What follows belongs to an exercise in optimizing a design on an open flow for small area, a short achievable clock period and few clock cycles per item; a production flow would make more cautious choices.
The RTL was checked by simulation tests, not by an equivalence proof against the original design.
No activity file was given, so power comes from the tool's default toggle rates.

===== flow/config.mk =====
export PLATFORM = sky130hd
export DESIGN_NAME = overwriting_record_stack_drain_unit
export DESIGN_NICKNAME = overwriting_record_stack_drain_unit
export VERILOG_FILES = /design/flow/design.v
export SDC_FILE = /design/flow/constraint.sdc
export NUM_CORES = 4
export LEC_CHECK = 0
export CAP_MARGIN = 20
export CORE_MARGIN = 2
export CORE_UTILIZATION = 40
export SLEW_MARGIN = 20

===== flow/constraint.sdc =====
create_clock -name core_clock -period 4.0 [get_ports {i_clk}]
set_input_delay 0.8000 -clock core_clock [delete_from_list [all_inputs] [get_ports {i_clk}]]
set_output_delay 0.8000 -clock core_clock [all_outputs]
set_load 0.01 [all_outputs]

===== flow/design.v =====
package ors_pkg;
    localparam int unsigned DATA_W      = 64;
    localparam int unsigned CNT_W       = 5;
    localparam int unsigned DEPTH       = 16;
    localparam int unsigned SLOT_W      = 4;
    localparam logic [CNT_W-1:0] BATCH_CAP     = 5'd16;
    localparam logic [CNT_W-1:0] MAX_BATCH_RST = 5'd4;
    localparam logic OP_PUSH  = 1'b0;
    localparam logic OP_DRAIN = 1'b1;
endpackage
module ors_ram #(
    parameter int WIDTH = 64,
    parameter int DEPTH = 16
) (
    input  logic               i_clk,
    input  logic [DEPTH-1:0]   i_we,
    input  logic [WIDTH-1:0]   i_wdata,
    input  logic [DEPTH-1:0]   i_rsel,
    output logic [WIDTH-1:0]   o_rdata
);
    logic [WIDTH-1:0] r_mem [DEPTH];
    always_ff @(posedge i_clk) begin
        for (int i = 0; i < DEPTH; i++) begin
            if (i_we[i]) begin
                r_mem[i] <= i_wdata;
            end
        end
    end
    always_comb begin
        o_rdata = '0;
        for (int i = 0; i < DEPTH; i++) begin
            o_rdata = o_rdata | (r_mem[i] & {WIDTH{i_rsel[i]}});
        end
    end
endmodule
module ors_ctrl #(
    parameter int NQ = 8   
) (
    input  logic                          i_clk,
    input  logic                          i_rst_n,
    input  logic                          i_in_valid,
    input  logic                          i_opcode,
    input  logic                          i_reserve_slot,
    input  logic                          i_cfg_valid,
    input  logic [ors_pkg::CNT_W-1:0]     i_cfg_data,
    input  logic                          i_out_ready,
    output logic                          o_in_ready,
    output logic                          o_out_valid,
    output logic [ors_pkg::DEPTH-1:0]     o_we,
    output logic [ors_pkg::DEPTH-1:0]     o_rsel,
    output logic                          o_ld_rec,
    output logic                          o_ld_hdr,
    output logic [ors_pkg::CNT_W-1:0]     o_hdr_popped,
    output logic                          o_hdr_rsv
);
    localparam int D  = ors_pkg::DEPTH;
    localparam int SW = ors_pkg::SLOT_W;
    localparam int CW = ors_pkg::CNT_W;
    localparam int NF = NQ - 1;   
    localparam int QW = (NF > 1) ? $clog2(NF) : 1;
    function automatic logic [D-1:0] onehot(input logic [SW-1:0] s);
        onehot    = '0;
        onehot[s] = 1'b1;
    endfunction
    function automatic logic [SW-1:0] lowest(input logic [D-1:0] m);
        lowest = '0;
        for (int i = D - 1; i >= 0; i--) begin
            if (m[i]) lowest = SW'(i);
        end
    endfunction
    logic [CW-1:0] r_cap;    
    logic [CW-1:0] r_cap1;   
    logic [SW-1:0] r_head;
    logic [CW-1:0] r_fill;
    logic [SW-1:0] r_ptr  [D];
    logic [SW-1:0] r_link [D];
    logic [D-1:0]  r_busy;
    logic [SW-1:0] r_wsel;
    logic [D-1:0]  r_wsel_oh;
    logic          r_in_ready;
    logic          r_out_valid;
    logic [SW-1:0] r_q_start [NF];
    logic [CW-1:0] r_q_k     [NF];
    logic          r_q_rsv   [NF];
    logic [QW-1:0] r_q_rd, r_q_wr;
    logic [QW:0]   r_q_cnt;
    logic          r_e_act;
    logic [D-1:0]  r_e_oh;
    logic [CW-1:0] r_e_rem;
    logic [CW-1:0] r_e_k;
    logic          r_e_rsv;
    logic          w_acc, w_push, w_drain;
    logic          w_full, w_full_m1;
    logic [SW-1:0] w_top, w_old, w_old_nx;
    assign w_acc     = i_in_valid && r_in_ready;
    assign w_push    = w_acc && (i_opcode == ors_pkg::OP_PUSH);
    assign w_drain   = w_acc && (i_opcode == ors_pkg::OP_DRAIN);
    assign w_full    = (r_fill == CW'(D));
    assign w_full_m1 = (r_fill == CW'(D - 1));
    assign w_top     = r_ptr[r_head - 1'b1];
    assign w_old     = r_ptr[r_head];
    assign w_old_nx  = r_ptr[r_head + 1'b1];
    logic [CW-1:0] w_c   [2];
    logic          w_ge  [2];
    logic [CW-1:0] w_kk  [2];
    logic [CW-1:0] w_fn  [2];
    logic [SW-1:0] w_hn  [2];
    logic [SW-1:0] w_tail;
    assign w_tail = r_head - SW'(r_fill);
    always_comb begin
        w_c[0] = r_cap;
        w_c[1] = r_cap1;
        for (int j = 0; j < 2; j++) begin
            w_ge[j] = (r_fill >= w_c[j]);
            w_kk[j] = w_ge[j] ? w_c[j] : r_fill;
            w_fn[j] = w_ge[j] ? r_fill - w_c[j] : '0;
            w_hn[j] = w_ge[j] ? r_head - SW'(w_c[j]) : w_tail;
        end
    end
    logic [CW-1:0] w_k;
    assign w_k = w_kk[i_reserve_slot];
    assign o_we = w_push ? r_wsel_oh : '0;
    logic w_out_free;
    logic w_e_take;      
    logic w_from_q;
    logic w_q_push, w_q_pop;
    logic [SW-1:0] w_e_next;
    assign w_out_free = !r_out_valid || i_out_ready;
    assign o_ld_rec   = r_e_act && w_out_free && (r_e_rem != '0);
    assign o_ld_hdr   = r_e_act && w_out_free && (r_e_rem == '0);
    assign w_from_q   = (r_q_cnt != '0);
    assign w_e_take   = (!r_e_act || o_ld_hdr) && (w_from_q || w_drain);
    assign w_q_pop    = w_e_take && w_from_q;
    assign w_q_push   = w_drain && !(w_e_take && !w_from_q);
    assign o_rsel     = r_e_oh;
    assign o_hdr_popped = r_e_k;
    assign o_hdr_rsv    = r_e_rsv;
    assign o_out_valid  = r_out_valid;
    assign o_in_ready   = r_in_ready;
    always_comb begin
        w_e_next = '0;
        for (int i = 0; i < D; i++) begin
            w_e_next = w_e_next | (r_link[i] & {SW{r_e_oh[i]}});
        end
    end
    logic [D-1:0]  n_busy;
    logic          n_full;
    logic [D-1:0]  w_free_in, w_free_ex;
    logic [SW-1:0] n_wsel;
    logic          w_slot_ok, w_q_ok;
    assign w_free_in = ~r_busy;
    assign w_free_ex = ~r_busy & ~r_wsel_oh;
    assign n_full = (w_full && !(w_drain && (w_c[i_reserve_slot] != '0)))
                 || (w_full_m1 && w_push);
    always_comb begin
        if (n_full) begin
            n_wsel = w_push ? w_old_nx : w_old;
        end else begin
            n_wsel = w_push ? lowest(w_free_ex) : lowest(w_free_in);
        end
    end
    assign w_slot_ok = n_full || (w_push ? (w_free_ex != '0) : (w_free_in != '0));
    assign w_q_ok    = (r_q_cnt < (QW+1)'(NF - 1))
                    || ((r_q_cnt == (QW+1)'(NF - 1)) && (!w_drain || w_q_pop))
                    || w_q_pop;
    assign n_busy = (r_busy & ~(o_ld_rec ? r_e_oh : '0)) | (w_push ? r_wsel_oh : '0);
    always_ff @(posedge i_clk) begin
        if (!i_rst_n) begin
            r_cap       <= ors_pkg::MAX_BATCH_RST;
            r_cap1      <= ors_pkg::MAX_BATCH_RST - 1'b1;
            r_head      <= '0;
            r_fill      <= '0;
            r_busy      <= '0;
            r_wsel      <= '0;
            r_wsel_oh   <= D'(1);
            r_in_ready  <= 1'b1;
            r_out_valid <= 1'b0;
            r_q_rd      <= '0;
            r_q_wr      <= '0;
            r_q_cnt     <= '0;
            r_e_act     <= 1'b0;
        end else begin
            if (i_cfg_valid) begin
                r_cap  <= (i_cfg_data > ors_pkg::BATCH_CAP) ? ors_pkg::BATCH_CAP : i_cfg_data;
                r_cap1 <= (i_cfg_data > ors_pkg::BATCH_CAP) ? ors_pkg::BATCH_CAP - 1'b1
                        : (i_cfg_data != '0) ? i_cfg_data - 1'b1 : '0;
            end
            if (w_push) begin
                r_head <= r_head + 1'b1;
                if (!w_full) r_fill <= r_fill + 1'b1;
            end else if (w_drain) begin
                r_head <= w_hn[i_reserve_slot];
                r_fill <= w_fn[i_reserve_slot];
            end
            r_busy     <= n_busy;
            r_wsel     <= n_wsel;
            r_wsel_oh  <= onehot(n_wsel);
            r_in_ready <= w_slot_ok && w_q_ok;
            if (o_ld_rec || o_ld_hdr) begin
                r_out_valid <= 1'b1;
            end else if (i_out_ready) begin
                r_out_valid <= 1'b0;
            end
            if (w_q_push) r_q_wr <= (r_q_wr == QW'(NF - 1)) ? '0 : r_q_wr + 1'b1;
            if (w_q_pop)  r_q_rd <= (r_q_rd == QW'(NF - 1)) ? '0 : r_q_rd + 1'b1;
            r_q_cnt <= r_q_cnt + (QW+1)'(w_q_push) - (QW+1)'(w_q_pop);
            if (w_e_take)      r_e_act <= 1'b1;
            else if (o_ld_hdr) r_e_act <= 1'b0;
        end
    end
    always_ff @(posedge i_clk) begin
        if (w_push) begin
            r_ptr[r_head] <= r_wsel;
        end
        for (int i = 0; i < D; i++) begin
            if (w_push && r_wsel_oh[i]) r_link[i] <= w_top;
        end
        if (w_q_push) begin
            r_q_start[r_q_wr] <= w_top;
            r_q_k[r_q_wr]     <= w_k;
            r_q_rsv[r_q_wr]   <= i_reserve_slot;
        end
        if (w_e_take) begin
            if (w_from_q) begin
                r_e_oh  <= (r_q_k[r_q_rd] != '0) ? onehot(r_q_start[r_q_rd]) : '0;
                r_e_rem <= r_q_k[r_q_rd];
                r_e_k   <= r_q_k[r_q_rd];
                r_e_rsv <= r_q_rsv[r_q_rd];
            end else begin
                r_e_oh  <= (w_k != '0) ? onehot(w_top) : '0;
                r_e_rem <= w_k;
                r_e_k   <= w_k;
                r_e_rsv <= i_reserve_slot;
            end
        end else if (o_ld_rec) begin
            r_e_oh  <= (r_e_rem == CW'(1)) ? '0 : onehot(w_e_next);
            r_e_rem <= r_e_rem - 1'b1;
        end
    end
endmodule
module ors_dp (
    input  logic                        i_clk,
    input  logic                        i_ld_rec,
    input  logic                        i_ld_hdr,
    input  logic [ors_pkg::DATA_W-1:0]  i_rdata,
    input  logic [ors_pkg::CNT_W-1:0]   i_hdr_popped,
    input  logic                        i_hdr_rsv,
    output logic                        o_is_header,
    output logic [ors_pkg::DATA_W-1:0]  o_record_data,
    output logic [ors_pkg::CNT_W-1:0]   o_header_count,
    output logic [ors_pkg::CNT_W-1:0]   o_popped,
    output logic                        o_last
);
    always_ff @(posedge i_clk) begin
        if (i_ld_rec || i_ld_hdr) begin
            o_record_data <= i_rdata;
        end
        if (i_ld_rec) begin
            o_is_header    <= 1'b0;
            o_header_count <= '0;
            o_popped       <= '0;
            o_last         <= 1'b0;
        end else if (i_ld_hdr) begin
            o_is_header    <= 1'b1;
            o_header_count <= i_hdr_popped + ors_pkg::CNT_W'(i_hdr_rsv);
            o_popped       <= i_hdr_popped;
            o_last         <= 1'b1;
        end
    end
endmodule
module overwriting_record_stack_drain_unit #(
    parameter int DEPTH        = 16,
    parameter int RECORD_BYTES = 8
) (
    input  logic        i_clk,
    input  logic        i_rst_n,
    input  logic        in_valid,
    output logic        in_ready,
    input  logic        in_opcode,
    input  logic [63:0] in_entry_data,
    input  logic        in_reserve_slot,
    output logic        out_valid,
    input  logic        out_ready,
    output logic        out_is_header,
    output logic [63:0] out_record_data,
    output logic [4:0]  out_header_count,
    output logic [4:0]  out_popped,
    output logic        out_last,
    input  logic        cfg_valid,
    output logic        cfg_ready,
    input  logic [4:0]  cfg_data
);
    logic [ors_pkg::DEPTH-1:0]  w_we;
    logic [ors_pkg::DEPTH-1:0]  w_rsel;
    logic [63:0]                w_rdata;
    logic                       w_ld_rec;
    logic                       w_ld_hdr;
    logic [4:0]                 w_hdr_popped;
    logic                       w_hdr_rsv;
    assign cfg_ready = 1'b1;
    ors_ctrl u_ctrl (
        .i_clk          (i_clk),
        .i_rst_n        (i_rst_n),
        .i_in_valid     (in_valid),
        .i_opcode       (in_opcode),
        .i_reserve_slot (in_reserve_slot),
        .i_cfg_valid    (cfg_valid),
        .i_cfg_data     (cfg_data),
        .i_out_ready    (out_ready),
        .o_in_ready     (in_ready),
        .o_out_valid    (out_valid),
        .o_we           (w_we),
        .o_rsel         (w_rsel),
        .o_ld_rec       (w_ld_rec),
        .o_ld_hdr       (w_ld_hdr),
        .o_hdr_popped   (w_hdr_popped),
        .o_hdr_rsv      (w_hdr_rsv)
    );
    ors_ram #(
        .WIDTH (8 * RECORD_BYTES),
        .DEPTH (ors_pkg::DEPTH)
    ) u_ram (
        .i_clk   (i_clk),
        .i_we    (w_we),
        .i_wdata (in_entry_data),
        .i_rsel  (w_rsel),
        .o_rdata (w_rdata)
    );
    ors_dp u_dp (
        .i_clk          (i_clk),
        .i_ld_rec       (w_ld_rec),
        .i_ld_hdr       (w_ld_hdr),
        .i_rdata        (w_rdata),
        .i_hdr_popped   (w_hdr_popped),
        .i_hdr_rsv      (w_hdr_rsv),
        .o_is_header    (out_is_header),
        .o_record_data  (out_record_data),
        .o_header_count (out_header_count),
        .o_popped       (out_popped),
        .o_last         (out_last)
    );
endmodule

===== flow/run.sh =====
#!/bin/bash
# synth_recipe.tcl (not shown) runs the flow's synth.tcl, then flattens the netlist and writes it again
# the make line also repeats each setting of config.mk as NAME=value (left out here)
make -C /OpenROAD-flow-scripts/flow DESIGN_CONFIG=/design/flow/config.mk WORK_HOME=/design/flow/orfs CLKGATE_MAP_FILE= SYNTH_SCRIPT=/design/flow/synth_recipe.tcl finish

==> summary.txt, run 1 <==
run status=timing/DRC/antenna clean; wire length after detailed routing=146000 um; # Post-CTS Setup Buffers=0; required time of the critical path=4.50 ns; GP Congestion=0.877; Final Critical Period=3.69 ns; final-stage net count=3399; clock root cell=sky130_fd_sc_hd__clkbuf_16; Clock H-tree levels=4; clock skew after layout=0.0212 ns; Netlist Area Pre-Place=53300 sq um; CTS max path bufs=3; Max Fclk=0.271 GHz; initial antenna violation count=12; overall die width=369 um; effective utilization at floorplan=40.4%; final setup violation count=0; commonest cells in the synthesized netlist=sky130_fd_sc_hd__edfxtp_1 (1313), sky130_fd_sc_hd__a221oi_1 (273), sky130_fd_sc_hd__a22o_1 (271); Worst Setup Slack, final=0.312 ns; max-cap violations=0; area delta synth->final=16.9%; CTS tree=yes; warnings from Yosys=10; via density per instance=6.02; nets in the synthesized netlist=3142; wire length per cell after detailed routing=28.4 um; CTS clk-pin slew, worst paths=0.06 ns; portion of netlist area occupied by mux cells=3.20%; grt ovf=0; Synth area leaders=sky130_fd_sc_hd__edfxtp_1 (74%), sky130_fd_sc_hd__a221oi_1 (4.5%), sky130_fd_sc_hd__a22o_1 (4.5%), sky130_fd_sc_hd__dfxtp_1 (3.2%), sky130_fd_sc_hd__mux4_2 (2.5%); number of instances in the synthesized netlist=3015; cell taking the most area after synthesis=sky130_fd_sc_hd__edfxtp_1; 1st-iter DRT viols=3835; count of clock tree sinks=1399; Leak=20.0 nW; count of port buffers added during placement=153; top_reg_cell synth=sky130_fd_sc_hd__edfxtp_1; via count=31.0k; top-count cell post-synth=sky130_fd_sc_hd__edfxtp_1; Die ar.=136000 sq um; summed negative setup slack over all endpoints=0 ns; setup repair after global routing missed its margin=false; worst setup timing slack at the placement stage=0.205 ns; number of nets with antenna violations after routing=0; floorplan die height=369 um; vias in the first global route=30.0k; parity-gate share of the synthesized area counting xor and xnor cells=0.474%; Max-slew headroom=31.0%; fraction of the mapped netlist area in compound gates=12.0%; maximum ir drop on the vdd rail=0.536 mV; Row Count=133; sequential fraction of the synthesis area=77.2%; CP Max Fanout=10; classification of the worst setup path=reg -> reg; Core Footprint=132000 sq um; main combinational cell family by area after synthesis=compound AO/OA/AOI/OAI gates; global-route wire length before repair=210000 um; mean instance size in the synthesized netlist=17.7 sq um; clock insertion delay at the later pin of the skew report=0.78 ns; Arr. time, crit path=4.19 ns; maximum number of pins on one net before global-route repair=70; Post-DP HPWL=79200 um; final core utilization=47.3%; share of final-layout standard cells stronger than drive strength 1=12.4%; number of enable flip-flop cells after synthesis=1313; count of hold-fix buffers inserted at cts=0; count of cells resized by post-cts repair=0; All-Layer GR Usage=21.1%; Worst-Margin Slew=1.04 ns; I/O pin count=155; Num CTS Buffers=145; type of origin of the critical path=flip-flop; async set-or-reset flop fraction in the synthesized netlist=0%; fraction of synthesized cell area taken by the top area cell type=74.0%; DRC Markers=0; Synth Area in Adders=1.28%; sort of element at the end of the critical path=flip-flop; fin. max-slew vios=0; count of distinct cell types in the synthesized netlist=79; register bit total from synthesis=1399; drt pass-1 iters=6; final hold viol count=0; share of synthesized cell area in and, or, nand and nor gates=4.21%; class of the tightest hold or removal check=reg -> reg; period utilization=92.2%; number of filler cells placed in the layout=11.1k; power density over the cells=638 nW/um^2
[power by group]
group | internal, mW | switching, mW | leakage (nW)
registers | 16.9 | 0.541 | 12.5
clock network | 7.35 | 5.65 | 2.22
logic | 3.26 | 6.04 | 5.19
total | 27.5 | 12.2 | 20.0
[critical path, stage by stage (launching register included)]
cell                       delay (ns)
sky130_fd_sc_hd__dfxtp_1         0.59
sky130_fd_sc_hd__ha_1            0.36
sky130_fd_sc_hd__and4_1          0.24
sky130_fd_sc_hd__or3_1           0.30
sky130_fd_sc_hd__o221a_2         0.33
sky130_fd_sc_hd__a222oi_1        0.55
sky130_fd_sc_hd__nand4_1         0.30
sky130_fd_sc_hd__nor2_1          0.54
sky130_fd_sc_hd__o31ai_1         0.18
[cells in the final DEF, fill, tap and decap left out, types with 8 or more instances in the layout]
cell,synthesis,routed
sky130_fd_sc_hd__a21oi_1,70,69
sky130_fd_sc_hd__a221oi_1,273,273
sky130_fd_sc_hd__a22o_1,271,271
sky130_fd_sc_hd__a22oi_1,17,17
sky130_fd_sc_hd__a31oi_1,9,9
sky130_fd_sc_hd__and2_1,23,8
sky130_fd_sc_hd__and2_4,0,15
sky130_fd_sc_hd__and3_1,12,12
sky130_fd_sc_hd__buf_12,0,31
sky130_fd_sc_hd__buf_4,3,88
sky130_fd_sc_hd__bufinv_16,0,8
sky130_fd_sc_hd__clkbuf_1,122,39
sky130_fd_sc_hd__clkbuf_16,0,146
sky130_fd_sc_hd__clkdlybuf4s50_1,0,153
sky130_fd_sc_hd__clkinv_1,2,22
sky130_fd_sc_hd__clkinv_2,0,23
sky130_fd_sc_hd__dfxtp_1,86,85
sky130_fd_sc_hd__edfxtp_1,1313,1313
sky130_fd_sc_hd__ha_1,45,45
sky130_fd_sc_hd__inv_1,55,53
sky130_fd_sc_hd__mux2_2,9,9
sky130_fd_sc_hd__mux2i_1,22,22
sky130_fd_sc_hd__mux4_2,58,58
sky130_fd_sc_hd__nand2_1,100,100
sky130_fd_sc_hd__nand2b_1,16,16
sky130_fd_sc_hd__nand3_1,22,22
sky130_fd_sc_hd__nand4_1,78,78
sky130_fd_sc_hd__nor2_1,103,103
sky130_fd_sc_hd__nor2b_1,12,12
sky130_fd_sc_hd__nor3_1,23,23
sky130_fd_sc_hd__o211ai_1,12,12
sky130_fd_sc_hd__o21a_1,8,8
sky130_fd_sc_hd__o21ai_0,40,38
sky130_fd_sc_hd__o22ai_1,8,8
sky130_fd_sc_hd__o31ai_1,19,19
sky130_fd_sc_hd__xnor2_1,18,18
sky130_fd_sc_hd__xor2_1,9,9
[final timing paths]
check                                start                            end  slack, ns  cells after the start
min reg2reg  u_dp.o_popped[3]$_SDFFE_PP0P_  u_dp.o_popped[3]$_SDFFE_PP0P_       0.46                      2
max reg2reg  u_ctrl.r_fill[2]$_SDFFE_PN0P_     u_ctrl.r_e_oh[3]$_DFFE_PP_       0.31                      8
min          u_dp.o_popped[3]$_SDFFE_PP0P_  u_dp.o_popped[3]$_SDFFE_PP0P_       0.46                      2
max          u_ctrl.r_fill[2]$_SDFFE_PN0P_     u_ctrl.r_e_oh[3]$_DFFE_PP_       0.31                      8
[layer usage]
layer	GRT usage (%)	wire, um	vias up
li1	-	-	13200
met5	0	122	-
met3	4.88	12600	186
met4	4.71	2180	20
met2	33.3	69000	1379
met1	29.7	62000	16200
[sequential cells by signal, summed over array words and instances (netlist names), 4 cells and up, named ones only]
name and cells:
u_ctrl.r_ptr 64, u_ctrl.r_head 4, u_ctrl.r_cap 5, u_ctrl.r_cap1 5, u_ctrl.r_e_k 5, u_ctrl.r_busy 16, u_ctrl.r_q_k 35, u_dp.o_header_count 5
u_ctrl.r_e_oh 16, u_dp.o_record_data 64, u_ctrl.r_wsel_oh 16, u_ram.r_mem 1024, u_ctrl.r_q_cnt 4, u_dp.o_popped 5, u_ctrl.r_link 64, u_ctrl.r_e_rem 5
u_ctrl.r_fill 5, u_ctrl.r_q_rsv 7, u_ctrl.r_q_start 28, u_ctrl.r_wsel 4
[cell families after synthesis]
logic type               Yosys count
buffers and inverters            219
XOR/XNOR                          28
multiplexers                      92
AND/OR/NAND/NOR                  437
AO/OA/AOI/OAI                    788
other                              1
flip-flops                      1399
adder cells (fa/ha/maj)           51
[layout make-up]
type	count	area, sq um	area share, %
antenna	3	7.51	0.0120
inverter	57	219	0.351
clock buffer	187	3830	6.14
multi-input combinational	1397	11300	18.2
timing repair buffer	272	2810	4.51
tap	1755	2200	3.52
sequential	1399	41200	66.1
clock inverter	72	739	1.19
[through the flow]
| step | total power, mW | area [sq um] | hold WS [ns] | std cells |
|---|---|---|---|---|
| 4_1_cts | 40.0 | 62300 | 0.463 | 5139 |
| 5_1_grt | 41.2 | 62300 | 0.509 | 5140 |
| 3_5_place_dp | 27.0 | 57700 | 0.450 | 4880 |
| 2_1_floorplan | 23.1 | 53300 | 0.452 | 3015 |
| 3_3_place_gp | 27.0 | 57700 | 0.439 | 4880 |
| 6_report | 39.8 | 62300 | 0.458 | 5142 |
Testbench counts, summed over its fixed seeds: cycles 4,021, items 3,840.
==> run 2, diff against run 1 <==
--- a/flow/config.mk
+++ b/flow/config.mk
@@ -8,4 +8,5 @@
 export CAP_MARGIN = 20
 export CORE_MARGIN = 2
 export CORE_UTILIZATION = 40
+export SETUP_SLACK_MARGIN = 1.8
 export SLEW_MARGIN = 20
==> run 2 against run 1 <==
Against the previous run:
- largest cell class unchanged
- sequential share of layout area shrank 2.9 points
- final cell count up 3.6%
- first-iteration DRC count rose by 1.1%
- worst hold slack better by 0.0035 ns
- worst setup slack better by 0.53 ns
==> summary.txt, run 2 <==
run status=timing/DRC/antenna clean (unchanged); required time of the critical path=4.49 ns (was 4.50 ns); classification of the worst setup path=reg -> reg (unchanged); grt ovf=0 (unchanged); Max-slew headroom=36.8% (was 31.0%); max-cap violations=0 (unchanged); nets in the synthesized netlist=3142 (unchanged); GP Congestion=0.849 (was 0.877); class of the tightest hold or removal check=reg -> reg (unchanged); CTS tree=yes (unchanged); count of distinct cell types in the synthesized netlist=79 (unchanged); initial antenna violation count=15 (was 12); via density per instance=6.02 (about the same); wire length per cell after detailed routing=28.9 um (was 28.4 um); register bit total from synthesis=1399 (unchanged); number of filler cells placed in the layout=10.8k (was 11.1k); Worst-Margin Slew=0.948 ns (was 1.04 ns); clock root cell=sky130_fd_sc_hd__clkbuf_16 (unchanged); Synth area leaders=sky130_fd_sc_hd__edfxtp_1 (74%), sky130_fd_sc_hd__a221oi_1 (4.5%), sky130_fd_sc_hd__a22o_1 (4.5%), sky130_fd_sc_hd__dfxtp_1 (3.2%), sky130_fd_sc_hd__mux4_2 (2.5%) (unchanged); warnings from Yosys=10 (unchanged); wire length after detailed routing=154000 um (was 146000 um); via count=32.1k (was 31.0k); final setup violation count=0 (unchanged); DRC Markers=0 (unchanged); sort of element at the end of the critical path=flip-flop (unchanged); I/O pin count=155 (unchanged); period utilization=79.0% (was 92.2%); number of nets with antenna violations after routing=0 (unchanged); Clock H-tree levels=4 (unchanged); Leak=21.2 nW (was 20.0 nW); Core Footprint=132000 sq um (unchanged); cell taking the most area after synthesis=sky130_fd_sc_hd__edfxtp_1 (unchanged); maximum ir drop on the vdd rail=0.765 mV (was 0.536 mV); final-stage net count=3572 (was 3399); area delta synth->final=22.5% (was 16.9%); most common cell after layout, fill and taps aside=sky130_fd_sc_hd__edfxtp_1 (unchanged); setup repair after global routing missed its margin=true (was false); 1st-iter DRT viols=3876 (was 3835); Num CTS Buffers=143 (was 145); Max Fclk=0.316 GHz (was 0.271 GHz); CTS clk-pin slew, worst paths=0.06 ns (about the same); Final Critical Period=3.16 ns (was 3.69 ns); sequential fraction of the synthesis area=77.2% (unchanged); drt pass-1 iters=5 (was 6); CP Max Fanout=6 (was 10); Row Count=133 (unchanged); CTS max path bufs=3 (unchanged); async set-or-reset flop fraction in the synthesized netlist=0% (unchanged); number of instances in the synthesized netlist=3015 (unchanged); Die ar.=136000 sq um (unchanged); commonest cells in the synthesized netlist=sky130_fd_sc_hd__edfxtp_1 (1313), sky130_fd_sc_hd__a221oi_1 (273), sky130_fd_sc_hd__a22o_1 (271) (unchanged); global-route wire length before repair=218000 um (was 210000 um); All-Layer GR Usage=21.9% (was 21.1%); Post-DP HPWL=79800 um (was 79200 um); final hold viol count=0 (unchanged); fin. max-slew vios=0 (unchanged); overall die width=369 um (unchanged); flip-flop count of the largest register after layout=1024 (unchanged); maximum number of pins on one net before global-route repair=70 (unchanged); effective utilization at floorplan=40.4% (unchanged); type of origin of the critical path=flip-flop (unchanged); vias in the first global route=31.5k (was 30.0k); power density over the cells=645 nW/um^2 (was 638 nW/um^2); post-layout total power=42.1 mW (was 39.8 mW); mean instance size in the synthesized netlist=17.7 sq um (unchanged); count of hold-fix buffers inserted at cts=0 (unchanged); summed negative setup slack over all endpoints=0 ns (unchanged); Arr. time, crit path=3.65 ns (was 4.19 ns); share of final-layout standard cells stronger than drive strength 1=24.1% (was 12.4%); count of clock tree sinks=1399 (unchanged); fraction of synthesized cell area taken by the top area cell type=74.0% (unchanged); top_reg_cell synth=sky130_fd_sc_hd__edfxtp_1 (unchanged); number of enable flip-flop cells after synthesis=1313 (unchanged); register with the most flip-flops=u_ram.r_mem (unchanged); floorplan die height=369 um (unchanged); top-count cell post-synth=sky130_fd_sc_hd__edfxtp_1 (unchanged); clock skew after layout=0.0493 ns (was 0.0212 ns); count of port buffers added during placement=153 (unchanged); clock insertion delay at the later pin of the skew report=0.79 ns (was 0.78 ns); Netlist Area Pre-Place=53300 sq um (unchanged); most frequent cells in the layout=sky130_fd_sc_hd__edfxtp_1 (1313), sky130_fd_sc_hd__a22o_1 (271), sky130_fd_sc_hd__a221oi_1 (269) (was sky130_fd_sc_hd__edfxtp_1 (1313), sky130_fd_sc_hd__a221oi_1 (273), sky130_fd_sc_hd__a22o_1 (271))
## run 2: cell count changes in the layout (fill, tap and decap cells not counted), moves of 14 or more
cell and delta:
sky130_fd_sc_hd__a21oi_2 +21, sky130_fd_sc_hd__a21oi_1 -28, sky130_fd_sc_hd__buf_4 +80, sky130_fd_sc_hd__dfxtp_1 -23
sky130_fd_sc_hd__ha_4 +17, sky130_fd_sc_hd__o31ai_1 -15, sky130_fd_sc_hd__inv_1 -22, sky130_fd_sc_hd__buf_6 +64
sky130_fd_sc_hd__buf_2 +51, sky130_fd_sc_hd__ha_1 -19, sky130_fd_sc_hd__inv_2 +17, sky130_fd_sc_hd__clkdlybuf4s50_1 -80
sky130_fd_sc_hd__dfxtp_2 +14
## run 2: layout make-up
type	instances	area, sq um	area share [%]
clock buffers	184	3830	5.86
diodes	4	10.0	0.0153
inverters	57	251	0.385
multi-input cells	1411	12600	19.3
clock inverters	83	923	1.41
repair buffers	433	4290	6.56
flip-flops and latches	1399	41200	63.1
well taps	1755	2200	3.36
## run 2: worst max-delay path, cell delays in order, from the launching register on
cell and delay [ns]:
sky130_fd_sc_hd__dfxtp_4 0.41, sky130_fd_sc_hd__clkinv_8 0.07, sky130_fd_sc_hd__ha_4 0.34, sky130_fd_sc_hd__buf_6 0.16, sky130_fd_sc_hd__buf_6 0.11, sky130_fd_sc_hd__mux4_2 0.29
sky130_fd_sc_hd__mux4_2 0.60, sky130_fd_sc_hd__inv_2 0.13, sky130_fd_sc_hd__ha_4 0.16, sky130_fd_sc_hd__xnor2_4 0.15, sky130_fd_sc_hd__inv_2 0.07, sky130_fd_sc_hd__buf_4 0.15
sky130_fd_sc_hd__o21ai_4 0.09, sky130_fd_sc_hd__o221ai_1 0.13
## run 2: cell families (layout without fill, tap and decap cells)
| logic type | count (synthesis) | in the layout | synth area share [%] |
|---|---|---|---|
| compound gates | 788 | 792 | 12.0 |
| xor+xnor | 28 | 29 | 0.474 |
| fa+ha+maj | 51 | 51 | 1.28 |
| buf+inv | 219 | 757 | 1.61 |
| flops | 1399 | 1399 | 77.2 |
| mux | 92 | 92 | 3.20 |
| other cells | 1 | 5 | 0.00704 |
| simple gates | 437 | 446 | 4.21 |
## run 2: through the flow
stage	area, sq um	cells	setup WS (ns)	hold slack, ns	utilization (%)
after global routing	65300	5324	0.764	0.485	49.5
after detailed placement	58000	4881	0.222	0.452	44.0
after floorplan	53600	3015	0.887	0.452	-
final	65300	5326	0.839	0.461	49.5
after global placement	58000	4881	0.322	0.442	44.0
after CTS	64400	5270	0.855	0.467	48.9
## run 2: power breakdown
group | leakage (nW) | internal (mW) | switching, mW
Clock | 2.31 | 7.71 | 5.75
Combinational | 6.30 | 4.34 | 6.89
Sequential | 12.6 | 16.9 | 0.498
Total | 21.2 | 29.0 | 13.1
## run 2: what timing repair did
item / CTS / global route
hold endpoints to repair: 0 / 0
setup endpoints to repair: 1348 / 318
buffers inserted: 107 / 42
cloned: 15 / 10
resized for setup: 496 / 115
pin swaps: 73 / 47
## run 2: final timing paths
kind,slack [ns],startpoint,end,cells after the start
min,0.46,u_dp.o_header_count[1]$_SDFFE_PP0P_,u_dp.o_header_count[1]$_SDFFE_PP0P_,2
max reg2reg,0.84,u_ctrl.r_head[0]$_SDFFE_PN0N_,u_ctrl.r_e_oh[8]$_DFFE_PP_,13
max,0.84,u_ctrl.r_head[0]$_SDFFE_PN0N_,u_ctrl.r_e_oh[8]$_DFFE_PP_,13
min reg2reg,0.46,u_dp.o_header_count[1]$_SDFFE_PP0P_,u_dp.o_header_count[1]$_SDFFE_PP0P_,2
## run 2: routing by layer
layer	global-route usage (%)	vias up	share of wire [%]
li1	-	13600	-
met1	30.3	16700	41
met2	35.7	1519	48
met3	4.08	250	8.3
met4	5.49	22	2.1
met5	0	-	0.079

==> separate check: timing with driven ports <==
Ports are ideal in the flow. The routed layouts listed here were re-timed in OpenROAD. Step 1 assumes that a clkbuf_16 drives the clock port and a buf_2 every other input. Step 2, shift: input delay + t, output delay - t, t = (earliest + latest rising clock arrival at the registers) / 2. This alone moves slack from input paths to output paths. a / b / c = ideal / step 1 / step 2; a / b = the first two.
run	t, ns	slack for setup (ns)	worst setup path at the end	worst data-port slew with drivers (ns)
run 1	0.847	0.312 / 0.312 / 0.178	input to register	0.19
run 2	0.836	0.839 / 0.839 / 0.292	input to register	0.20
After both steps every run listed still meets setup and hold. The setup slack of run 2, which loses most, moves by 0.000 ns with the drivers and by -0.547 ns with both steps.
